What follows belongs to an exercise in optimizing a design on an open flow for a short achievable clock period and few clock cycles; a production flow would make more cautious choices.
Function was checked by simulation only, so behaviour that the tests miss may differ from the original.
Power figures rest on the tool's default switching activity, not on a simulated workload.

===== flow/config.mk =====
export PLATFORM = sky130hd
export DESIGN_NAME = edf_and_weighted_round_robin_scheduler_core
export DESIGN_NICKNAME = edf_and_weighted_round_robin_scheduler_core
export VERILOG_FILES = /design/flow/design.v
export SDC_FILE = /design/flow/constraint.sdc
export NUM_CORES = 4
export LEC_CHECK = 0
export CAP_MARGIN = 40
export CORE_MARGIN = 2
export CORE_UTILIZATION = 30
export PLACE_DENSITY = 0.36
export SETUP_SLACK_MARGIN = 5
export SLEW_MARGIN = 40
export TNS_END_PERCENT = 5

===== flow/constraint.sdc =====
create_clock -name core_clock -period 10.0 [get_ports {clk_i}]
set_input_delay 2.0000 -clock core_clock [delete_from_list [all_inputs] [get_ports {clk_i}]]
set_output_delay 2.0000 -clock core_clock [all_outputs]
set_load 0.01 [all_outputs]

===== flow/design.v =====
`timescale 1ns / 1ps
package edfwrr_pkg;
  localparam int unsigned MaxTasksDef = 16;
  localparam logic [15:0] InitPrioReset = 16'd257;
  localparam logic [7:0] CreditMask = 8'hff;
  localparam int unsigned CreditShift = 8;
  localparam logic [2:0] OpAdd = 3'd0;
  localparam logic [2:0] OpTick = 3'd1;
  localparam logic [2:0] OpYield = 3'd2;
  localparam logic [2:0] OpDelay = 3'd3;
  localparam logic [2:0] OpSuspend = 3'd4;
  localparam logic [2:0] OpResume = 3'd5;
  localparam logic [2:0] ModeStopped = 3'd0;
  localparam logic [2:0] ModeReady = 3'd1;
  localparam logic [2:0] ModeRunning = 3'd2;
  localparam logic [2:0] ModeBlocked = 3'd3;
  localparam logic [2:0] ModeSuspended = 3'd4;
  localparam logic [1:0] StatOk = 2'd0;
  localparam logic [1:0] StatReject = 2'd1;
  localparam logic [1:0] StatNoReady = 2'd2;
  typedef struct packed {
    logic [2:0]  op;
    logic [3:0]  target_task;
    logic [15:0] delay_ticks;
    logic [15:0] task_period;
    logic [15:0] task_deadline;
  } cmd_t;
  typedef struct packed {
    logic [1:0]  status;
    logic [3:0]  running_task;
    logic        chosen_by_deadline;
    logic [31:0] switch_count;
  } res_t;
  typedef struct packed {
    logic [15:0] delay_left;
    logic [15:0] period_length;
    logic [15:0] period_left;
    logic [15:0] deadline_length;
    logic [15:0] deadline_left;
    logic [15:0] priority_word;
  } task_rec_t;
  typedef struct packed {
    logic tick;
    logic is_rt;
    logic is_cur;
    logic load_delay;
  } upd_ctl_t;
endpackage
`timescale 1ns / 1ps
module edfwrr_ram #(
  parameter int unsigned Width = 8,
  parameter int unsigned Depth = 16
) (
  input  logic                     clk_i,
  input  logic                     we_i,
  input  logic [$clog2(Depth)-1:0] waddr_i,
  input  logic [Width-1:0]         wdata_i,
  input  logic [$clog2(Depth)-1:0] raddr_i,
  output logic [Width-1:0]         rdata_o
);
  logic [Width-1:0] mem_q [Depth];
  logic [Width-1:0] rdata_q;
  always_ff @(posedge clk_i) begin
    if (we_i) begin
      mem_q[waddr_i] <= wdata_i;
    end
    rdata_q <= mem_q[raddr_i];
  end
  assign rdata_o = rdata_q;
endmodule
`timescale 1ns / 1ps
import edfwrr_pkg::*;
module edfwrr_upd (
  input  edfwrr_pkg::task_rec_t rec_i,
  input  logic [2:0]            mode_i,
  input  edfwrr_pkg::upd_ctl_t  ctl_i,
  input  logic [15:0]           new_delay_i,
  output edfwrr_pkg::task_rec_t rec_o,
  output logic [2:0]            mode_o,
  output logic                  cand_o
);
  always_comb begin
    rec_o  = rec_i;
    mode_o = mode_i;
    if (ctl_i.load_delay) begin
      rec_o.delay_left = new_delay_i;
    end
    if (mode_o == ModeBlocked && rec_o.delay_left != 16'd0) begin
      rec_o.delay_left = rec_o.delay_left - 16'd1;
      if (rec_o.delay_left == 16'd0) begin
        mode_o = ModeReady;
      end
    end
    if (ctl_i.tick && ctl_i.is_rt && (mode_o == ModeReady || mode_o == ModeRunning)) begin
      if (rec_o.deadline_left != 16'd0) begin
        rec_o.deadline_left = rec_o.deadline_left - 16'd1;
      end
      if (rec_o.period_left <= 16'd1) begin
        rec_o.period_left   = rec_o.period_length;
        rec_o.deadline_left = rec_o.deadline_length;
      end else begin
        rec_o.period_left = rec_o.period_left - 16'd1;
      end
    end
    if (ctl_i.is_cur && mode_o == ModeRunning) begin
      mode_o = ModeReady;
    end
    cand_o = ctl_i.is_rt && mode_o == ModeReady;
  end
endmodule
`timescale 1ns / 1ps
import edfwrr_pkg::*;
module edf_and_weighted_round_robin_scheduler_core #(
  parameter int unsigned MAX_TASKS = edfwrr_pkg::MaxTasksDef
) (
  input  logic              clk_i,
  input  logic              rst_ni,
  input  logic              in_valid_i,
  output logic              in_stall_o,
  input  logic [54:0]       in_data_i,
  output logic              out_valid_o,
  input  logic              out_stall_i,
  output logic [38:0]       out_data_o,
  input  logic              cfg_we_i,
  input  logic [15:0]       cfg_wdata_i
);
  localparam int N = 16;
  function automatic logic lt16(input logic [15:0] a, input logic [15:0] b);
    logic [15:0] l, g;
    l = ~a & b;
    g = a & ~b;
    for (int s = 0; s < 4; s++) begin
      for (int k = 0; k < 16; k += (2 << s)) begin
        l[k] = l[k + (1 << s)] | (~g[k + (1 << s)] & l[k]);
        g[k] = g[k + (1 << s)] | (~l[k + (1 << s)] & g[k]);
      end
    end
    lt16 = l[0];
  endfunction
  function automatic logic [7:0] sub8(input logic [7:0] a, input logic [7:0] b,
                                      input logic bin);
    logic [7:0] gg, pp, x, c;
    gg = a & ~b;
    pp = a | ~b;
    x  = a ^ ~b;
    for (int s = 0; s < 3; s++) begin
      for (int k = 7; k >= (1 << s); k--) begin
        gg[k] = gg[k] | (pp[k] & gg[k - (1 << s)]);
        pp[k] = pp[k] & pp[k - (1 << s)];
      end
    end
    c[0] = ~bin;
    for (int k = 1; k < 8; k++) c[k] = gg[k-1] | (pp[k-1] & ~bin);
    sub8 = x ^ c;
  endfunction
  function automatic logic [17:0] pair8(input logic [7:0] a, input logic [7:0] b);
    logic [7:0] gg, pp, h, c0, c1;
    gg = a & ~b;
    pp = a | ~b;
    h  = a ^ ~b;
    for (int s = 0; s < 3; s++) begin
      for (int k = 7; k >= (1 << s); k--) begin
        gg[k] = gg[k] | (pp[k] & gg[k - (1 << s)]);
        pp[k] = pp[k] & pp[k - (1 << s)];
      end
    end
    c0[0] = 1'b0;
    c1[0] = 1'b1;
    for (int k = 1; k < 8; k++) begin
      c0[k] = gg[k-1];
      c1[k] = gg[k-1] | pp[k-1];
    end
    pair8 = {!(gg[7] | pp[7]), gg[7], h ^ c1, h ^ c0};
  endfunction
  function automatic logic [15:0] dec16(input logic [15:0] x);
    for (int k = 0; k < 16; k++) begin
      dec16[k] = x[k] ^ ((x & ((16'd1 << k) - 16'd1)) == 16'd0);
    end
  endfunction
  function automatic logic [31:0] inc32(input logic [31:0] x);
    for (int k = 0; k < 32; k++) begin
      inc32[k] = x[k] ^ ((x | ~((32'd1 << k) - 32'd1)) == 32'hffffffff);
    end
  endfunction
  function automatic logic [31:0] tick_upd(input logic [15:0] pl, input logic [15:0] dl,
                                          input logic [15:0] plen, input logic [15:0] dlen);
    if (pl[15:1] == 15'd0) tick_upd = {plen, dlen};
    else tick_upd = {dec16(pl), (dl == 16'd0) ? 16'd0 : dec16(dl)};
  endfunction
  logic              stall_q;
  logic              vld_q;
  edfwrr_pkg::cmd_t  cmd_q;
  logic [2:0]        fv_q;             
  logic [2:0][50:0]  fd_q;             
  logic [N-1:0]      rdy_q, run_q, blk_q, sus_q, rt_q;
  logic [N-1:0]      dly1_q;           
  logic [N-1:0]      cur_q;            
  logic [N-1:0]      gtc_q;            
  logic [N:0]        tot_q;            
  logic [31:0]       cnt_q;
  logic [15:0]       prio_q;
  logic [N-1:0][15:0] dly_q;
  logic [N-1:0][15:0] plen_q, dlen_q;
  logic [N-1:0][15:0] plt_q, dlt_q;    
  logic [N-1:0][7:0]  dd_q;            
  logic [N-1:0][7:0]  hm_q;            
  logic [2:0]  op;
  logic [3:0]  tgt;
  logic [15:0] dlyv;
  logic        dlyv1;
  logic [N-1:0] tgt_oh, add_oh, add_row;
  logic is_add, is_tick, is_yield, is_delay, is_sus, is_res;
  logic nz, full, cur_ok, tgt_sok, tgt_rok, tgt_cur;
  logic add_ok, do_dly, do_sus, do_res, sweep, tk;
  assign op    = cmd_q.op;
  assign tgt   = cmd_q.target_task;
  assign dlyv  = cmd_q.delay_ticks;
  assign dlyv1 = dlyv == 16'd1;
  always_comb begin
    for (int i = 0; i < N; i++) tgt_oh[i] = (tgt == 4'(i));
  end
  assign add_oh = tot_q[N-1:0];
  assign is_add   = vld_q && op == OpAdd;
  assign is_tick  = vld_q && op == OpTick;
  assign is_yield = vld_q && op == OpYield;
  assign is_delay = vld_q && op == OpDelay;
  assign is_sus   = vld_q && op == OpSuspend;
  assign is_res   = vld_q && op == OpResume;
  assign nz      = !tot_q[0];
  assign full    = tot_q[N];
  assign cur_ok  = |(cur_q & (rdy_q | run_q));
  assign tgt_sok = |(tgt_oh & (rdy_q | run_q));
  assign tgt_rok = |(tgt_oh & sus_q);
  assign tgt_cur = |(tgt_oh & cur_q);
  always_comb begin
    for (int i = 0; i < N; i++) begin
      gtc_q[i] = 1'b0;
      for (int j = 0; j < i; j++) if (cur_q[j]) gtc_q[i] = 1'b1;
    end
  end
  assign add_ok  = is_add && !full;
  assign add_row = add_oh & {N{add_ok}};
  assign do_dly  = is_delay && cur_ok;
  assign do_sus  = is_sus && tgt_sok;
  assign do_res  = is_res && tgt_rok;
  assign tk      = is_tick && nz;
  assign sweep   = tk || (is_yield && nz) || do_dly ||
                   ((do_sus || do_res) && tgt_cur);
  logic [N-1:0] sus_m, res_m, dly_m;
  logic [N-1:0] rdy_p, run_p, sus_p;
  logic [N-1:0] wake, rdy_b, run_b, blk_a, tkr, cand_e, cand_r;
  logic [N-1:0][15:0] dly_n;
  logic [N-1:0] dly1_n;
  logic [15:0]  dlyv_n;
  assign dlyv_n = (dlyv != 16'd0) ? dec16(dlyv) : 16'd0;
  always_comb begin
    for (int i = 0; i < N; i++) begin
      sus_m[i] = do_sus && tgt_oh[i];
      res_m[i] = do_res && tgt_oh[i];
      dly_m[i] = do_dly && cur_q[i];
      rdy_p[i] = (rdy_q[i] && !sus_m[i] && !dly_m[i]) || res_m[i];
      run_p[i] = run_q[i] && !sus_m[i] && !dly_m[i];
      sus_p[i] = (sus_q[i] && !res_m[i]) || sus_m[i];
      wake[i]  = (dly_m[i] && dlyv1) || (sweep && blk_q[i] && dly1_q[i]);
      blk_a[i] = (blk_q[i] || dly_m[i]) && !wake[i];
      if (dly_m[i]) begin
        dly_n[i]  = dlyv_n;
        dly1_n[i] = dlyv == 16'd2;
      end else if (sweep && blk_q[i]) begin
        dly_n[i]  = (dly_q[i] != 16'd0) ? dec16(dly_q[i]) : 16'd0;
        dly1_n[i] = dly_q[i] == 16'd2;
      end else begin
        dly_n[i]  = dly_q[i];
        dly1_n[i] = dly1_q[i];
      end
      tkr[i]   = tk && rt_q[i] && (rdy_q[i] || run_q[i] || (blk_q[i] && dly1_q[i]));
      rdy_b[i] = rdy_p[i] || wake[i] || (sweep && cur_q[i] && run_p[i]);
      run_b[i] = run_p[i] && !(sweep && cur_q[i]);
      cand_e[i] = tk && rt_q[i] && rdy_b[i];
      cand_r[i] = sweep && !rt_q[i] && rdy_b[i];
    end
  end
  logic [N-1:0] win_e;
  logic         found_e;
  logic [N-1:0][N-1:0] dlo;            
  always_comb begin
    for (int a = 0; a < N; a++) begin
      for (int b = 0; b < N; b++) begin
        dlo[a][b] = (a < b) ? lt16(dlt_q[b], dlt_q[a]) : 1'b0;
      end
    end
  end
  always_comb begin
    for (int i = 0; i < N; i++) begin
      logic beaten;
      beaten = 1'b0;
      for (int j = 0; j < N; j++) begin
        if (j < i) begin
          if (cand_e[j] && !dlo[j][i]) beaten = 1'b1;
        end else if (j > i) begin
          if (cand_e[j] && dlo[i][j]) beaten = 1'b1;
        end
      end
      win_e[i] = cand_e[i] && !beaten;
    end
  end
  assign found_e = |cand_e;
  logic [N-1:0][15:0] plt_n, dlt_n;
  logic [31:0] add_tu;
  assign add_tu = tick_upd(cmd_q.task_period, cmd_q.task_deadline,
                           cmd_q.task_period, cmd_q.task_deadline);
  always_comb begin
    for (int i = 0; i < N; i++) begin
      if (add_row[i]) begin
        {plt_n[i], dlt_n[i]} = add_tu;
      end else if (tkr[i]) begin
        {plt_n[i], dlt_n[i]} = tick_upd(plt_q[i], dlt_q[i], plen_q[i], dlen_q[i]);
      end else begin
        {plt_n[i], dlt_n[i]} = {plt_q[i], dlt_q[i]};
      end
    end
  end
  logic [N-1:0]       win_r;
  logic               any_r;
  logic [N-1:0][N-1:0] bef;            
  logic [N-1:0][N-1:0] ltd;            
  logic [N-1:0][7:0]  dd_w;
  logic [N-1:0][N-1:0][7:0] sdif;     
  always_comb begin
    for (int i = 0; i < N; i++) begin
      for (int j = 0; j < N; j++) begin
        if (gtc_q[i] != gtc_q[j]) bef[i][j] = gtc_q[i];
        else                      bef[i][j] = (i < j);
      end
    end
    for (int i = 0; i < N; i++) begin
      ltd[i][i]  = 1'b0;
      sdif[i][i] = hm_q[i];
      for (int j = i + 1; j < N; j++) begin
        logic [17:0] pr;
        pr = pair8(dd_q[i], dd_q[j]);
        ltd[i][j]  = pr[17];
        ltd[j][i]  = pr[16];
        sdif[i][j] = bef[i][j] ? pr[7:0] : pr[15:8];
        sdif[j][i] = bef[j][i] ? ~pr[15:8] : ~pr[7:0];
      end
    end
  end
  always_comb begin
    for (int i = 0; i < N; i++) begin
      logic beaten;
      beaten = 1'b0;
      for (int j = 0; j < N; j++) begin
        if (j != i) begin
          if (cand_r[j] && (bef[j][i] ? !ltd[i][j] : ltd[j][i])) beaten = 1'b1;
        end
      end
      win_r[i] = cand_r[i] && !beaten;
    end
  end
  assign any_r = |cand_r;
  logic [N-1:0] dd_keep;
  always_comb begin
    for (int i = 0; i < N; i++) begin
      logic [7:0] acc;
      dd_keep[i] = !(cand_r[i] && !found_e);
      acc = '0;
      for (int j = 0; j < N; j++) acc = acc | ({8{win_r[j]}} & sdif[i][j]);
      dd_w[i] = (acc & {8{!dd_keep[i]}}) | (dd_q[i] & {8{dd_keep[i]}});
    end
  end
  logic [N-1:0] win;
  logic         disp;
  logic [N-1:0] cur_n;
  logic [31:0]  cnt_n;
  logic [1:0]   stat;
  logic         byd;
  assign win      = win_e | (win_r & {N{!found_e}});
  assign disp     = found_e || any_r;
  always_comb begin
    cur_n = cur_q;
    if (add_ok)    cur_n = add_oh;
    else if (disp) cur_n = win;
  end
  assign cnt_n = disp ? inc32(cnt_q) : cnt_q;
  assign byd   = found_e;
  always_comb begin
    if (sweep) begin
      stat = disp ? StatOk : StatNoReady;
    end else if ((is_tick || is_yield) && !nz) begin
      stat = StatNoReady;
    end else if (add_ok || do_sus || do_res) begin
      stat = StatOk;
    end else begin
      stat = StatReject;
    end
  end
  logic        pop;
  logic [50:0] res;
  assign pop = fv_q[0] && !out_stall_i;
  assign res = {stat, cur_n, byd, cnt_n};
  always_ff @(posedge clk_i or negedge rst_ni) begin
    if (!rst_ni) begin
      stall_q <= 1'b0;
      vld_q   <= 1'b0;
      fv_q    <= '0;
      rdy_q   <= '0;
      run_q   <= '0;
      blk_q   <= '0;
      sus_q   <= '0;
      cur_q   <= 16'd1;
      tot_q   <= 17'd1;
      cnt_q   <= '0;
      prio_q  <= InitPrioReset;
    end else begin
      logic       acc;
      logic [1:0] n_after;
      acc   = in_valid_i && !stall_q;
      vld_q <= acc;
      n_after = 2'(fv_q[0]) + 2'(fv_q[1]) + 2'(fv_q[2]) - 2'(pop) + 2'(vld_q);
      stall_q <= (3'(n_after) + 3'(acc)) >= 3'd3;
      if (pop) fv_q <= {1'b0, fv_q[2:1]};
      if (vld_q) begin
        if (pop) begin
          if (!fv_q[1])      fv_q[0] <= 1'b1;
          else if (!fv_q[2]) fv_q[1] <= 1'b1;
          else               fv_q[2] <= 1'b1;
        end else begin
          if (!fv_q[0])      fv_q[0] <= 1'b1;
          else if (!fv_q[1]) fv_q[1] <= 1'b1;
          else               fv_q[2] <= 1'b1;
        end
      end
      if (vld_q) begin
        rdy_q  <= (rdy_b & ~win) | add_row;
        run_q  <= run_b | win;
        blk_q  <= blk_a;
        sus_q  <= sus_p;
        cur_q  <= cur_n;
        cnt_q  <= cnt_n;
        if (add_ok) tot_q <= {tot_q[N-1:0], 1'b0};
      end
      if (cfg_we_i) prio_q <= cfg_wdata_i;
    end
  end
  logic [2:0][50:0] fd_n;
  always_comb begin
    for (int k = 0; k < 3; k++) begin
      logic       from_next, from_here, from_res;
      logic [50:0] nxt;
      nxt       = (k < 2) ? fd_q[(k < 2) ? k + 1 : k] : '0;
      from_next = pop && (k < 2) && fv_q[(k < 2) ? k + 1 : k];
      from_here = !pop && fv_q[k];
      from_res  = !from_next && !from_here;
      fd_n[k] = ({51{from_next}} & nxt) | ({51{from_here}} & fd_q[k]) |
                ({51{from_res}} & res);
    end
  end
  always_ff @(posedge clk_i) begin
    fd_q <= fd_n;
  end
  always_ff @(posedge clk_i) begin
    if (!stall_q) cmd_q <= in_data_i;
  end
  always_ff @(posedge clk_i or negedge rst_ni) begin
    if (!rst_ni) begin
      dlt_q <= '0;
      dd_q  <= '0;
    end else begin
      for (int i = 0; i < N; i++) begin
        dlt_q[i] <= dlt_n[i];
        dd_q[i]  <= add_row[i] ? prio_q[7:0] - 8'd1 : dd_w[i];
      end
    end
  end
  always_ff @(posedge clk_i) begin
    for (int i = 0; i < N; i++) begin
      plt_q[i] <= plt_n[i];
      if (add_row[i]) begin
        rt_q[i]   <= cmd_q.task_deadline != 16'd0;
        plen_q[i] <= cmd_q.task_period;
        dlen_q[i] <= cmd_q.task_deadline;
        hm_q[i]   <= prio_q[15:8] - 8'd1;
        dly_q[i]  <= 16'd0;
        dly1_q[i] <= 1'b0;
      end else begin
        dly_q[i]  <= dly_n[i];
        dly1_q[i] <= dly1_n[i];
      end
    end
  end
  assign in_stall_o  = stall_q;
  assign out_valid_o = fv_q[0];
  logic [3:0] head_task;
  always_comb begin
    head_task = '0;
    for (int i = 0; i < N; i++) if (fd_q[0][33 + i]) head_task = head_task | 4'(i);
  end
  assign out_data_o  = {fd_q[0][50:49], head_task, fd_q[0][32:0]};
endmodule

===== flow/run.sh =====
#!/bin/bash
# synth_recipe.tcl (not shown) runs the flow's synth.tcl, then flattens the netlist and writes it again
# the make line also repeats each setting of config.mk as NAME=value (left out here)
make -C /OpenROAD-flow-scripts/flow DESIGN_CONFIG=/design/flow/config.mk WORK_HOME=/design/flow/orfs CLKGATE_MAP_FILE= SYNTH_SCRIPT=/design/flow/synth_recipe.tcl finish

==> results of run 1 <==
[cell families after synthesis]
group	after synthesis	synth area share, %
AOI/OAI and AO/OA	7411	26.7
and+or+nand+nor	6266	15.3
buffers and inverters	3064	6.32
adders and majority gates	2816	18.4
DFF	1923	27.2
xor gates and xnor gates	1275	5.90
muxes	34	0.198
[power breakdown]
group / switching [mW] / total (mW) / internal, mW / leakage [nW]
Clock: 4.51 / 10.3 / 5.76 / 4.30
Sequential: 0.495 / 9.48 / 8.99 / 19.7
Combinational: 43.5 / 58.9 / 15.5 / 65.4
[timing repair]
action / CTS / global route
resized for setup: 1429 / 293
setup buffers: 661 / 141
endpoints found under the setup margin: 699 / 627
pin swaps: 334 / 163
cloned: 45 / 17
[metal layers]
metal	up-vias	share of wire, %	GRT usage, %
li1	87775	-	-
met1	112028	36	58.5
met2	19552	39	72.1
met3	7342	12	19.7
met4	59	13	53.3
met5	-	0.092	1.82
[registers in the layout (all words and copies together) (netlist names), 17 cells and up, named ones only]
signal	flops
plt_q	256
cnt_q	32
plen_q	256
hm_q	128
cmd_q	55
tot_q	17
dlt_q	256
dlen_q	256
fd_q	100
dly_q	256
[worst register-to-register path: stages, from the launching register on]
cell        delay [ns]
dfstp_4           0.57
buf_6             0.17
or3_4             0.40
buf_12            0.17
buf_6             0.14
nor3_4            0.19
buf_6             0.17
o41ai_2           0.08
buf_4             0.18
a21o_4            0.25
a31oi_4           0.16
o21bai_4          0.21
a2111oi_4         0.84
a2111oi_2         0.07
nand4b_1          0.17
buf_6             0.19
buf_4             0.14
clkinvlp_4        0.54
a32oi_1           0.98
nand4_1           0.16
nor3_1            0.19
o21ai_1           0.08
[metrics by stage]
| step | std cells | area [um^2] | util [%] | total power, mW |
|---|---|---|---|---|
| final | 33169 | 239000 | 38.1 | 78.7 |
| after global placement | 31109 | 208000 | 33.1 | 55.1 |
| after global routing | 32963 | 239000 | 38.0 | 76.4 |
| after CTS | 32362 | 234000 | 37.2 | 71.8 |
| after floorplan | 22789 | 189000 | - | 26.4 |
| after detailed placement | 31166 | 210000 | 33.5 | 55.7 |
[cell usage after synthesis, drive strengths merged, types with 74 or more instances]
master   instances  area, um^2
dfxtp          372        7450
nand3          338        1700
dfrtp          530       13300
a22oi          485        3640
and3            87         544
inv           1373        5160
ha            2153       26900
and2            98         613
a2111oi        108         982
o2111ai        100         876
nand4          125         788
a21oi         1721        8620
xor2           451        3950
a221oi         272        2380
o31ai          194        1460
or4             74         563
a2bb2oi         83         727
nor4           271        1730
or2             84         526
nor2b          125         782
buf            368        1830
maj3           542        5430
o211ai         330        2480
xnor2          824        7220
clkinv          74         278
clkbuf        1249        4690
o22ai          383        2400
a222oi         144        1440
edfxtp        1017       30500
nand2         1893        7110
nor2          1969        7420
o221ai         422        3700
or3            118         738
nor3           691        3520
o21ai         1375        6880
a211oi         273        2070
o41ai           90         788
a221o           90         901
a31oi          177        1140
fa             121        2420
nand2b         184        1150
o21bai         296        2220
[layout by cell type (no fill, tap or decap), types with 144 or more instances in the layout]
cell type  synthesis  layout
o211ai_1         330     330
buf_6             11     178
inv_1           1361    1289
ha_1            2153    2148
maj3_1           542     541
a221oi_1         272     233
o221ai_1         421     405
a211oi_1         269     202
nand2_1         1893    1823
o22ai_1          383     342
buf_4             50    1832
edfxtp_1        1017    1017
a31oi_1          173     147
o21ai_0         1312    1234
buf_12             0     235
xnor2_1          824     736
dfxtp_1          372     372
nand3_1          337     315
clkbuf_16          0     293
nor4_1           266     206
a222oi_1         144     144
xor2_1           451     385
nand2b_1         184     179
diode_2            0     636
dfrtp_1          530     481
a21oi_1         1719    1616
nor2_1          1962    1862
a22oi_1          485     464
o21bai_1         296     238
nor3_1           682     627
[how the worst min path moves through the flow]
stage                from        end  slack, ns  cells after the start
3_5_place_dp    flip-flop  fd_q[100]       0.45                      2
4_1_cts         flip-flop   fd_q[76]       0.44                      2
5_1_grt         flip-flop   fd_q[75]       0.48                      2
2_1_floorplan  dly1_q[12]  blk_q[12]       0.42                      1
6_report        flip-flop   fd_q[59]       0.45                      2
3_3_place_gp    flip-flop   fd_q[76]       0.45                      2
[layout make-up]
type                       count  area (um^2)  share of cell area [%]
timing repair buffer        2516        24900                    10.4
antenna                      636         1590                   0.665
inverter                    1447         5630                    2.35
clock buffer                 377         7570                    3.16
tap                         8350        10400                    4.37
multi-input combinational  17807       136000                    57.0
sequential                  1923        51500                    21.5
clock inverter               113         1230                   0.514
==> impl_metrics.csv, run 1 <==
group,metric,value,unit
worst_setup_path,cp.depth,21,
synthesis,synth-seq-cells,1923,
worst_setup_path,crit_chain,"buf_6 > or3_4 > buf_12 > buf_6 > nor3_4 > buf_6 > o41ai_2 > buf_4 > a21o_4 > a31oi_4 > o21bai_4 > a2111oi_4 > a2111oi_2 > nand4b_1 > buf_6 > buf_4 > clkinvlp_4 > a32oi_1 > nand4_1 > nor3_1 > o21ai_1",
worst_setup_path,cp_data_arrival_time,7.06,ns
worst_setup_path,cp_max_fo,5,
synthesis,synth_area,189000,um^2
sta,finalCritPeriodShare,61.8,%
power_and_ir_drop,max-vdd-ir-drop,0.278,mV
clock_network,cts_buffers,269,
floorplan,ios,117,
clock_network,clock_sinks,1923,
routing,drc,0,
clock_network,clkTransAtPathRegs,0.06,ns
clock_network,root_buffer,"clkbuf_16",
sta,fin_skew,0.163,ns
worst_setup_path,required,10.88,ns
placed_design,place_ws,1.73,ns
sta,tns,0,ns
floorplan,start_util,30.1,%
sta,rsz0062_at_grt,"true",
finish,synthToLayoutAreaGrowth,26.5,%
global_route,gr-total-overflow,0,
sta,holdWs,0.449,ns
outcome,status,"no timing/DRC/antenna violations",
global_route,grt_pass1_wl,2180000,um
routing,routed_via_density,6.84,
job,cap_violations,0,
sta,slew_headroom,6.00,%
routing,avgRoutedWirePerCell,52.1,um
sta,fin_ws,3.82,ns
routing,wirelength,1730000,um
placed_design,portBuffers,116,
placed_design,place_hpwl,1270000,um
worst_setup_path,crit_slowest_cell,"a32oi_1",
global_route,gr-usage-all-layers,51.7,%
worst_setup_path,crit_buf_inv,8,
global_route,grt_max_degree,68,
clock_network,ctsHoldBuffers,0,
routing,final_antenna_net_count,0,
floorplan,die_w,798,um
floorplan,coreArea,628000,um^2
clock_network,cts_buffer_depth,4,
synthesis,synth-main-ff-cell,"edfxtp_1",
finish,layout-drive-gt1-share,18.8,%
finish,fin_nets,26314,
routing,first_pass_iters,13,
worst_setup_path,ff2ff_path_depth,21,
worst_setup_path,max_stage_delay,0.98,ns
synthesis,synth_nets,25139,
power_and_ir_drop,power_density,329,nW/um^2
floorplan,dieArea,637000,um^2
sta,fmax,0.162,GHz
synthesis,synthArstFlopShare,27.8,%
worst_setup_path,crit_family,"compound AO/OA/AOI/OAI gates",
clock_network,htreeDepth,5,
routing,drt-initial-drc-count,38672,
sta,tightest_slew,1.41,ns
synthesis,syn_area_per_cell,8.30,um^2
worst_setup_path,end_kind,"flip-flop",
synthesis,synth_edf_count,1017,
synthesis,synth.distinct_cells,125,
worst_setup_path,path_common_cell,"buf_6",
sta,period_minus_slack,6.18,ns
sta,finalSetupViolCount,0,
sta,hold_viol,0,
clock_network,cts_tree,"yes",
global_route,antenna_found_initial,264,
worst_setup_path,r2r_slack,3.82,ns
worst_hold_path,hold_path_class,"flip-flop to flip-flop",
clock_network,clk-insertion-delay-late,1.14,ns
floorplan,placementRows,291,
power_and_ir_drop,p_leak,89.4,nW
floorplan,die_y,798,um
finish,n_fill_cell,64417,
synthesis,yosysSeqAreaShare,27.2,%
routing,vias,226756,
synthesis,synth_warnings,1,
sta,maxSlewViolCount,0,
synthesis,synthCells,22789,
worst_setup_path,critical_path_class,"flip-flop to flip-flop",
worst_setup_path,startpoint_type,"flip-flop",
global_route,grt_pass1_vias,198234,
placed_design,gp_congestion,1.13,
Testbench counts, summed over its fixed seeds: cycles 16,893.
==> run 2, diff against run 1 <==
==> flow/flow/run.sh (new file) <==
#!/bin/bash
set -o pipefail
bash standard.sh MATCH_CELL_FOOTPRINT=0 finish > standard.log 2>&1
==> flow/standard.sh (new file) <==
#!/bin/bash
# synth_recipe.tcl (not shown) runs the flow's synth.tcl, then flattens the netlist and writes it again
# the make line also repeats each setting of config.mk as NAME=value (left out here)
make -C /OpenROAD-flow-scripts/flow DESIGN_CONFIG=/design/flow/config.mk WORK_HOME=/design/flow/orfs CLKGATE_MAP_FILE= SYNTH_SCRIPT=/design/flow/synth_recipe.tcl "${@:-finish}"
removed: flow/run.sh
==> run 2 against run 1 <==
- now fails the layout checks on capacitance limit, slew limit
- sequential cell count unchanged
- sequential share of layout area about the same
- maximum frequency increased by 0.66%
- highest routed layer unchanged
- routed wire length decreased by 0.21%
- final area decreased by 0.17%
- first-iteration DRC count decreased by 2.3%
- largest cell class unchanged
- worst setup slack improved by 0.041 ns
- utilization decreased by 0.067 points
==> impl_metrics.csv, run 2 <==
group,metric,value,unit
finish,finish.instance_area,239000,um^2
clock_network,clk-insertion-delay-late,1.18,ns
synthesis,synth_warnings,1,
placed_design,gp_congestion,1.13,
worst_setup_path,ff2ff_path_depth,13,
synthesis,synthCells,22789,
routing,final_antenna_net_count,0,
outcome,status,"finished with violations",
worst_setup_path,startpoint_type,"flip-flop",
worst_setup_path,crit_chain,"clkinvlp_4 > maj3_1 > maj3_1 > maj3_1 > o221ai_1 > maj3_1 > maj3_1 > maj3_1 > maj3_1 > a2111oi_0 > or4b_2 > a31o_2 > o21ai_0",
synthesis,synth.distinct_cells,125,
placed_design,place_hpwl,1270000,um
placed_design,dpl_cell_area,210000,um^2
global_route,antenna_found_initial,267,
floorplan,dieArea,637000,um^2
worst_setup_path,crit_slowest_cell,"or4b_2",
power_and_ir_drop,max-vdd-ir-drop,0.256,mV
synthesis,synth_edf_count,1017,
floorplan,die_w,798,um
worst_setup_path,crit_family,"adder cells",
clock_network,htreeDepth,5,
worst_setup_path,required,10.89,ns
finish,final_common_cell,"ha_1",
finish,synthToLayoutAreaGrowth,26.3,%
sta,finalSetupViolCount,0,
sta,fmax,0.163,GHz
worst_setup_path,critical_path_class,"flip-flop to flip-flop",
routing,drt-initial-drc-count,37776,
synthesis,syn_area_per_cell,8.30,um^2
placed_design,portBuffers,116,
sta,tightest_slew,1.93,ns
synthesis,netlist.area_leader.share,16.1,%
sta,finalCritPeriodShare,61.4,%
clock_network,ctsHoldBuffers,0,
synthesis,yosysSeqAreaShare,27.2,%
finish,mostFrequentLayoutCells,"ha_1, buf_4, nor2_1",
sta,fin_ws,3.86,ns
worst_setup_path,crit_buf_inv,1,
sta,tns,0,ns
global_route,grt_pass1_vias,197868,
routing,first_pass_iters,12,
routing,vias,228135,
sta,fin_skew,0.122,ns
sta,maxSlewViolCount,3,
sta,rsz0062_at_grt,"true",
outcome,so_faults,"capacitance limit, slew limit",
clock_network,root_buffer,"clkbuf_16",
clock_network,clkTransAtPathRegs,0.06,ns
floorplan,ios,117,
power_and_ir_drop,p_leak,89.2,nW
finish,layout-drive-gt1-share,18.7,%
placed_design,place_ws,1.74,ns
clock_network,clock_sinks,1923,
synthesis,synth.area.top_cells,"edfxtp_1, ha_1, dfrtp_1",
worst_hold_path,hold_path_class,"flip-flop to flip-flop",
finish,fin_nets,26335,
global_route,grt_pass1_wl,2170000,um
routing,wirelength,1720000,um
sta,slew_headroom,-28.8,%
clock_network,cts_buffers,272,
sta,period_minus_slack,6.14,ns
routing,drc,0,
global_route,grt_max_degree,68,
routing,routed_via_density,6.87,
job,cap_violations,1,
floorplan,start_util,30.1,%
floorplan,placementRows,291,
clock_network,cts_tree,"yes",
power_and_ir_drop,power_density,329,nW/um^2
synthesis,yosys.area.top_type,"edfxtp_1",
worst_setup_path,path_common_cell,"maj3_1",
floorplan,die_y,798,um
clock_network,cts_buffer_depth,4,
worst_setup_path,cp.depth,13,
worst_setup_path,end_kind,"flip-flop",
global_route,gr-total-overflow,0,
routing,avgRoutedWirePerCell,52.0,um
sta,hold_viol,0,
synthesis,synth_area,189000,um^2
synthesis,synth.top_cells.by_count,"ha_1, nor2_1, nand2_1",
synthesis,yosysMostFrequentCell,"ha_1",
synthesis,synth_nets,25139,
synthesis,synthArstFlopShare,27.8,%
worst_setup_path,cp_max_fo,15,
synthesis,synth-main-ff-cell,"edfxtp_1",
worst_setup_path,max_stage_delay,0.80,ns
worst_setup_path,cp_data_arrival_time,7.03,ns
floorplan,coreArea,628000,um^2
global_route,gr-usage-all-layers,51.6,%
synthesis,synth-seq-cells,1923,
worst_hold_path,hold_path_depth,2,
[run 2: cell counts after synthesis]
No cell type changed its count.
[run 2: worst register-to-register path, stage by stage, from the launching register on]
cell and delay, ns:
dfrtp_2 0.74, clkinvlp_4 0.50, maj3_1 0.46, maj3_1 0.36
maj3_1 0.37, o221ai_1 0.33, maj3_1 0.26, maj3_1 0.18
maj3_1 0.18, maj3_1 0.68, a2111oi_0 0.18, or4b_2 0.80
a31o_2 0.33, o21ai_0 0.54
[run 2: report_power, final]
| part | internal [mW] | switching, mW | leakage (nW) | total [mW] |
|---|---|---|---|---|
| Sequential | 8.99 | 0.491 | 19.7 | 9.48 |
| Combinational | 15.4 | 43.4 | 65.3 | 58.8 |
| Clock | 5.72 | 4.51 | 4.29 | 10.2 |
[run 2: final cells by class]
cell class / count / area, um^2
fill: 64566 / 389000
multi-input combinational: 17807 / 136000
sequential: 1923 / 51500
timing repair buffer: 2534 / 24600
tap: 8350 / 10400
clock buffer: 390 / 7700
inverter: 1447 / 5650
antenna: 631 / 1580
clock inverter: 109 / 1090
[run 2: timing repair]
action / CTS / global route
buffers inserted: 561 / 268
setup endpoints to repair: 688 / 787
resized for setup: 1322 / 428
pin swaps: 255 / 217
endpoints found under the hold margin: 0 / 0
gates cloned: 42 / 10
[run 2: path summary, 6_finish.rpt]
path / from / endpoint / slack (ns)
max reg2reg: dlt_q[129] / rdy_q[8] / 3.86
min in group asynchronous: rst_ni / dlt_q[70] / 0.96
max in group asynchronous: rst_ni / asynchronous set/reset pin / 6.77
min: flip-flop / fd_q[82] / 0.42
max: dlt_q[129] / rdy_q[8] / 3.86
min reg2reg: flip-flop / fd_q[82] / 0.42
[run 2: stage by stage]
step	std cells	power (mW)	hold slack, ns	util [%]
final	33191	78.5	0.421	38.0
after global routing	32996	76.2	0.440	37.9
after CTS	32270	70.9	0.394	36.9
after detailed placement	31168	55.7	0.455	33.5
after global placement	31109	55.1	0.446	33.1
after floorplan	22789	26.4	0.424	-
[run 2: metal layers]
| layer | share of wire (%) | wire length, um | vias to the layer above | GRT usage [%] |
|---|---|---|---|---|
| met4 | 13 | 229000 | 56 | 53.0 |
| met1 | 35 | 612000 | 112488 | 58.2 |
| met5 | 0.035 | 596 | - | 0.567 |
| met3 | 12 | 204000 | 7583 | 20.1 |
| met2 | 39 | 679000 | 20187 | 72.2 |
| li1 | - | - | 87821 | - |
[run 2: logic make-up (layout without fill, tap and decap cells)]
| logic type | Yosys count | after routing | synth area share (%) |
|---|---|---|---|
| compound gates | 7411 | 7412 | 26.7 |
| xor+xnor | 1275 | 1275 | 5.90 |
| fa+ha+maj | 2816 | 2816 | 18.4 |
| simple gates | 6266 | 6270 | 15.3 |
| other cells | 0 | 631 | 0 |
| buf+inv | 3064 | 4480 | 6.32 |
| mux | 34 | 34 | 0.198 |
| flops | 1923 | 1923 | 27.2 |

port drivers added, routing unchanged:
How much do the figures lean on ideal ports? The routed layouts below were timed once more, with nothing changed but the port constraints.
Step 1 sets driving cells, clkbuf_16 on the clock port and buf_2 on the other inputs (assumed; they add their load-dependent delay and slew).
Step 2 times the ports against the registers' clock, not the clock port: input delays grow and output delays shrink by t, the midpoint of the rising clock arrivals with the driver on.
Slacks: no drivers / after step 1 / after step 2; pairs: no drivers / after step 1.
run	shift t [ns]	setup WS [ns]	clock arrival spread, ns
run 1	1.191	3.824 / 3.824 / 3.824	0.164 / 0.164
run 2	1.259	3.865 / 3.865 / 3.865	0.123 / 0.122
